Source: an optimization exercise on an open RTL-to-GDS flow (aim: small area and a short achievable clock period). Production flows keep margins and buffers that such runs may drop. The RTL was checked by simulation tests, not by an equivalence proof against the original design. Power figures rest on the tool's default switching activity, not on a simulated workload.

==> flow/design.v <==
module dma_desc_sched #(
    parameter int NUM_CH = 4,
    parameter int DESC_DEPTH = 4,
    parameter int ALIGN_CHECK = 1,
    localparam int CW = (NUM_CH > 1) ? $clog2(NUM_CH) : 1,
    localparam int PW = $clog2(DESC_DEPTH),
    localparam int DW = 96,
    localparam int EW = 35,
    localparam int OffsetWidth = 2
) (
    input  logic                 clk,
    input  logic                 rst,
    input  logic [NUM_CH-1:0]    push_valid_i,
    input  logic [NUM_CH*DW-1:0] push_desc_i,
    output logic [NUM_CH-1:0]    push_ready_o,
    output logic                 eng_valid_o,
    input  logic                 eng_ready_i,
    output logic [DW-1:0]        eng_desc_o,
    output logic [CW-1:0]        eng_ch_o,
    input  logic                 eng_done_i,
    input  logic [EW-1:0]        eng_err_i,
    input  logic [NUM_CH-1:0]    clr_i,
    output logic [NUM_CH-1:0]    ch_active_o,
    output logic [NUM_CH-1:0]    ch_done_o,
    output logic [NUM_CH-1:0]    ch_err_o,
    output logic [EW-1:0]        err_info_o,
    output logic                 irq_o
);
    localparam int SW = 96;    
    localparam int LW = 92;    
    logic [SW-1:0]     r_mem [16];
    logic [3:0]        r_wen [4];     
    logic [3:0]        r_wen_n [4];   
    logic [3:0]        r_rp [4];      
    logic [3:0]        r_cnt [4];     
    logic              r_idle, r_issue, r_wait;
    logic [3:0]        r_ptr;         
    logic [1:0]        r_ch;
    logic [3:0]        r_ch1h;        
    logic [LW-1:0]     r_desc;
    logic [3:0]        r_done, r_err;
    logic [31:0]       r_err_addr;
    logic [1:0]        r_err_src;
    logic [3:0]        r_ready, r_active;
    logic              r_errany, r_irq;
    logic [SW-1:0]     w_enc [4];
    logic [3:0]        w_push;
    always_comb begin
        for (int c = 0; c < 4; c++) begin
            logic [95:0] d;
            logic sb;
            d = push_desc_i[c*DW +: DW];
            sb = d[65:64] != 2'b00;
            w_enc[c] = {d[95:66], d[63:34], d[31:0], sb ? d[65:64] : d[33:32], sb, d[31:0] == 32'd0};
            w_push[c] = push_valid_i[c] && r_ready[c];
        end
    end
    always_ff @(posedge clk) begin
        for (int c = 0; c < 4; c++)
            for (int i = 0; i < 4; i++)
                r_mem[c*4 + i] <= (w_enc[c] & {SW{r_wen[c][i]}}) | (r_mem[c*4 + i] & {SW{r_wen_n[c][i]}});
    end
    logic [SW-1:0]     w_head [4];
    logic [3:0]        w_hzero, w_hbad;
    always_comb begin
        for (int c = 0; c < 4; c++) begin
            w_head[c] = '0;
            for (int i = 0; i < 4; i++)
                w_head[c] = w_head[c] | (r_mem[c*4 + i] & {SW{r_rp[c][i]}});
            w_hzero[c] = w_head[c][0];
            w_hbad[c] = w_head[c][3:2] != 2'b00;
        end
    end
    logic [3:0] w_gsel, w_ne;
    always_comb begin
        for (int c = 0; c < 4; c++) w_ne[c] = r_cnt[c][0];
        for (int c = 0; c < 4; c++)
            w_gsel[c] = w_ne[c] && (r_ptr[c] ||
                        (r_ptr[(c+3)%4] && !w_ne[(c+3)%4]) ||
                        (r_ptr[(c+2)%4] && !w_ne[(c+2)%4] && !w_ne[(c+3)%4]) ||
                        (r_ptr[(c+1)%4] && !w_ne[(c+1)%4] && !w_ne[(c+2)%4] && !w_ne[(c+3)%4]));
    end
    logic [3:0] w_ldc, w_errc, w_errc_s, w_errc_d, w_zc, w_pop;
    logic       w_ld, w_perr, w_pick;
    always_comb begin
        for (int c = 0; c < 4; c++) begin
            w_pop[c] = r_idle && w_gsel[c];
            w_ldc[c] = w_pop[c] && !w_hzero[c] && !w_hbad[c];
            w_errc[c] = w_pop[c] && !w_hzero[c] && w_hbad[c];
            w_errc_s[c] = w_errc[c] && w_head[c][1];
            w_errc_d[c] = w_errc[c] && !w_head[c][1];
            w_zc[c] = w_pop[c] && w_hzero[c];
        end
        w_ld = |w_ldc;
        w_perr = |w_errc;
        w_pick = r_idle && (|w_ne);
    end
    logic [LW-1:0] w_desc_nx;
    logic [31:0]   w_paddr;
    always_comb begin
        w_desc_nx = r_desc & {LW{!w_ld}};
        w_paddr = '0;
        for (int c = 0; c < 4; c++) begin
            w_desc_nx = w_desc_nx | (w_head[c][95:4] & {LW{w_ldc[c]}});
            w_paddr = w_paddr | ({w_head[c][95:66], w_head[c][3:2]} & {32{w_errc_s[c]}})
                              | ({w_head[c][65:36], w_head[c][3:2]} & {32{w_errc_d[c]}});
        end
    end
    logic w_eerr, w_edone;
    assign w_eerr  = r_wait && eng_err_i[34];
    assign w_edone = r_wait && !eng_err_i[34] && eng_done_i;
    logic [3:0] w_flush, w_set_done, w_set_err;
    always_comb begin
        w_set_done = w_zc | (w_edone ? r_ch1h : 4'b0);
        w_set_err = w_errc | (w_eerr ? r_ch1h : 4'b0);
        w_flush = w_set_err;
    end
    logic       w_idle_nx, w_issue_nx, w_wait_nx;
    logic [3:0] w_ch1h_nx, w_done_nx, w_err_nx;
    logic [3:0] w_cnt_nx [4];
    logic [3:0] w_rp_nx [4];
    logic [3:0] w_wen_nx [4];
    always_comb begin
        w_issue_nx = w_ld || (r_issue && !eng_ready_i);
        w_wait_nx = (r_issue && eng_ready_i) || (r_wait && !eng_err_i[34] && !eng_done_i);
        w_idle_nx = (r_idle && !w_ld) || (r_wait && (eng_err_i[34] || eng_done_i));
        w_ch1h_nx = w_ld ? w_ldc : r_ch1h;
        w_done_nx = w_set_done | (r_done & ~clr_i);
        w_err_nx = w_set_err | (r_err & ~clr_i);
        for (int c = 0; c < 4; c++) begin
            logic [3:0] wp, wp_nx;
            wp = r_cnt[c][3] ? r_rp[c] : r_wen[c];
            if (w_flush[c]) w_cnt_nx[c] = 4'b0000;
            else if (w_push[c] && !w_pop[c]) w_cnt_nx[c] = {r_cnt[c][2:0], 1'b1};
            else if (!w_push[c] && w_pop[c]) w_cnt_nx[c] = {1'b0, r_cnt[c][3:1]};
            else w_cnt_nx[c] = r_cnt[c];
            w_rp_nx[c] = w_flush[c] ? wp : w_pop[c] ? {r_rp[c][2:0], r_rp[c][3]} : r_rp[c];
            wp_nx = (w_push[c] && !w_flush[c]) ? {wp[2:0], wp[3]} : wp;
            w_wen_nx[c] = w_cnt_nx[c][3] ? 4'b0000 : wp_nx;
        end
    end
    always_ff @(posedge clk) begin
        if (rst) begin
            r_idle <= 1'b1;
            r_issue <= 1'b0;
            r_wait <= 1'b0;
            r_ptr <= 4'b0001;
            r_ch <= '0;
            r_ch1h <= 4'b0001;
            r_desc <= '0;
            r_done <= '0;
            r_err <= '0;
            r_err_addr <= '0;
            r_err_src <= '0;
            r_ready <= 4'hf;
            r_active <= '0;
            r_errany <= 1'b0;
            r_irq <= 1'b0;
            for (int c = 0; c < 4; c++) begin
                r_wen[c] <= 4'b0001;
                r_wen_n[c] <= 4'b1110;
                r_rp[c] <= 4'b0001;
                r_cnt[c] <= '0;
            end
        end else begin
            r_idle <= w_idle_nx;
            r_issue <= w_issue_nx;
            r_wait <= w_wait_nx;
            if (w_pick) r_ptr <= {w_gsel[2:0], w_gsel[3]};
            r_ch1h <= w_ch1h_nx;
            r_ch <= {w_ch1h_nx[3] | w_ch1h_nx[2], w_ch1h_nx[3] | w_ch1h_nx[1]};
            r_desc <= w_desc_nx;
            r_done <= w_done_nx;
            r_err <= w_err_nx;
            if (w_eerr) begin
                r_err_addr <= eng_err_i[31:0];
                r_err_src <= eng_err_i[33:32];
            end else if (w_perr) begin
                r_err_addr <= w_paddr;
                r_err_src <= 2'd3;
            end
            r_errany <= |w_err_nx;
            r_irq <= |(w_done_nx | w_err_nx);
            for (int c = 0; c < 4; c++) begin
                r_cnt[c] <= w_cnt_nx[c];
                r_ready[c] <= !w_cnt_nx[c][3] && !w_err_nx[c];
                r_active[c] <= w_cnt_nx[c][0] || (!w_idle_nx && w_ch1h_nx[c]);
                r_rp[c] <= w_rp_nx[c];
                r_wen[c] <= w_wen_nx[c];
                r_wen_n[c] <= ~w_wen_nx[c];
            end
        end
    end
    assign push_ready_o = r_ready;
    assign eng_valid_o = r_issue;
    assign eng_desc_o = {r_desc[91:62], 2'b00, r_desc[61:32], 2'b00, r_desc[31:0]};
    assign eng_ch_o = r_ch;
    assign ch_active_o = r_active;
    assign ch_done_o = r_done;
    assign ch_err_o = r_err;
    assign err_info_o = {r_errany, r_err_src, r_err_addr};
    assign irq_o = r_irq;
endmodule
clock: 6.5 ns
lec_check: 0
cap_margin: 20
core_margin: 2
core_utilization: 55
setup_slack_margin: 4.0
slew_margin: 20
tns_end_percent: 10
standard.sh (not shown) runs the stock make flow with config.mk's settings and CLKGATE_MAP_FILE= SYNTH_SCRIPT=/design/flow/synth_recipe.tcl, a recipe that flattens the netlist after the stock synthesis.
==> flow/flow/run.sh <==
#!/bin/bash
# Standard ORFS layout with plain buffers on the ports and a CTS with larger sink clusters
# and no dummy loads.
set -euo pipefail
export BUFFER_PORTS_ARGS="-buffer_cell sky130_fd_sc_hd__buf_1"
export CTS_ARGS="-sink_clustering_enable -repair_clock_nets -dont_use_dummy_load -sink_clustering_size 24 -sink_clustering_max_diameter 100"
bash standard.sh > standard.log 2>&1
The baseline finished clean.
Next try:
--- a/flow/flow/run.sh
+++ b/flow/flow/run.sh
@@ -4,3 +4,3 @@
 set -euo pipefail
-export BUFFER_PORTS_ARGS="-buffer_cell sky130_fd_sc_hd__buf_1"
+export BUFFER_PORTS_ARGS="-buffer_cell sky130_fd_sc_hd__buf_2"
 export CTS_ARGS="-sink_clustering_enable -repair_clock_nets -dont_use_dummy_load -sink_clustering_size 24 -sink_clustering_max_diameter 100"
--- a/flow/config.mk
+++ b/flow/config.mk
@@ -12,2 +12 @@
 export SLEW_MARGIN = 20
-export TNS_END_PERCENT = 10
- The new run passed the timing, DRC and antenna checks
- power rises by a little under a tenth
- count of clock-buffer cells in the layout does not change
- synthesized area does not change
- final area rises by a few percent
- hold slack barely changes
- utilization came out higher by 3.7 points
- first-iteration DRC count goes up by roughly a tenth
- wire length climbs by a few percent
- die area stays the same
- setup slack gets worse by 0.055 ns
- sequential power hardly moves
Next try:
--- a/flow/flow/run.sh
+++ b/flow/flow/run.sh
@@ -4,3 +4,3 @@
 set -euo pipefail
-export BUFFER_PORTS_ARGS="-buffer_cell sky130_fd_sc_hd__buf_2"
+export BUFFER_PORTS_ARGS="-buffer_cell sky130_fd_sc_hd__buf_1"
 export CTS_ARGS="-sink_clustering_enable -repair_clock_nets -dont_use_dummy_load -sink_clustering_size 24 -sink_clustering_max_diameter 100"
--- a/flow/config.mk
+++ b/flow/config.mk
@@ -7,3 +7,3 @@
 export LEC_CHECK = 0
-export CAP_MARGIN = 20
+export CAP_MARGIN = 40
 export CORE_MARGIN = 2
@@ -11,2 +11,3 @@
 export SETUP_SLACK_MARGIN = 4.0
-export SLEW_MARGIN = 20
+export SLEW_MARGIN = 60
+export TNS_END_PERCENT = 10
The changed run passed the timing, DRC and antenna checks.
Design area drops by 3.8%.
Routed wire length falls by 5.5%.
Die area does not change.
Power goes down by 5.7%.
Clock power stays flat.
Via count came out lower by 2.1%.
Hold slack barely changes.
Next try:
--- a/flow/config.mk
+++ b/flow/config.mk
@@ -7,7 +7,7 @@
 export LEC_CHECK = 0
-export CAP_MARGIN = 40
+export CAP_MARGIN = 20
 export CORE_MARGIN = 2
-export CORE_UTILIZATION = 55
+export CORE_UTILIZATION = 62
 export SETUP_SLACK_MARGIN = 4.0
-export SLEW_MARGIN = 60
+export SLEW_MARGIN = 20
 export TNS_END_PERCENT = 10
The changed run completed without violations; setup slack gets worse by 0.040 ns; maximum frequency goes down by 1.5%; combinational power fell by about 2%; synthesized area stays the same; total power fell by 0.42%; design area drops by 1.9%; synthesized cell count does not change; clock skew went down by 0.0097 ns; routed wire length is lower by 0.50%; register-to-register slack gets worse by 0.05 ns.

[re-timing with driven ports]
Ports are ideal in the flow. The routed layouts listed here were re-timed in OpenROAD. Step 1, drivers: a clkbuf_16 drives clk and a buf_2 each remaining input, both assumed. Step 2 moves the port delays by t, midway between the first and last clock arrival at a register: inputs arrive t later, outputs are due t later. That takes back most of the time a late clock gives input paths. a / b / c = ideal / step 1 / step 2; a / b = the first two.
run | t, ns | slack for setup (ns) | worst setup path at the end
the first run | 0.778 | 3.823 / 3.795 / 3.351 | input to register
the second run | 0.783 | 3.768 / 3.768 / 3.115 | input to register
the third run | 0.780 | 3.875 / 3.786 / 3.398 | input to register
the fourth run | 0.786 | 3.835 / 3.798 / 3.195 | input to register
After both steps setup and hold are still met in every run listed. For the second run, which loses most, drivers alone change the setup slack by 0.000 ns; drivers and shift together by -0.653 ns.
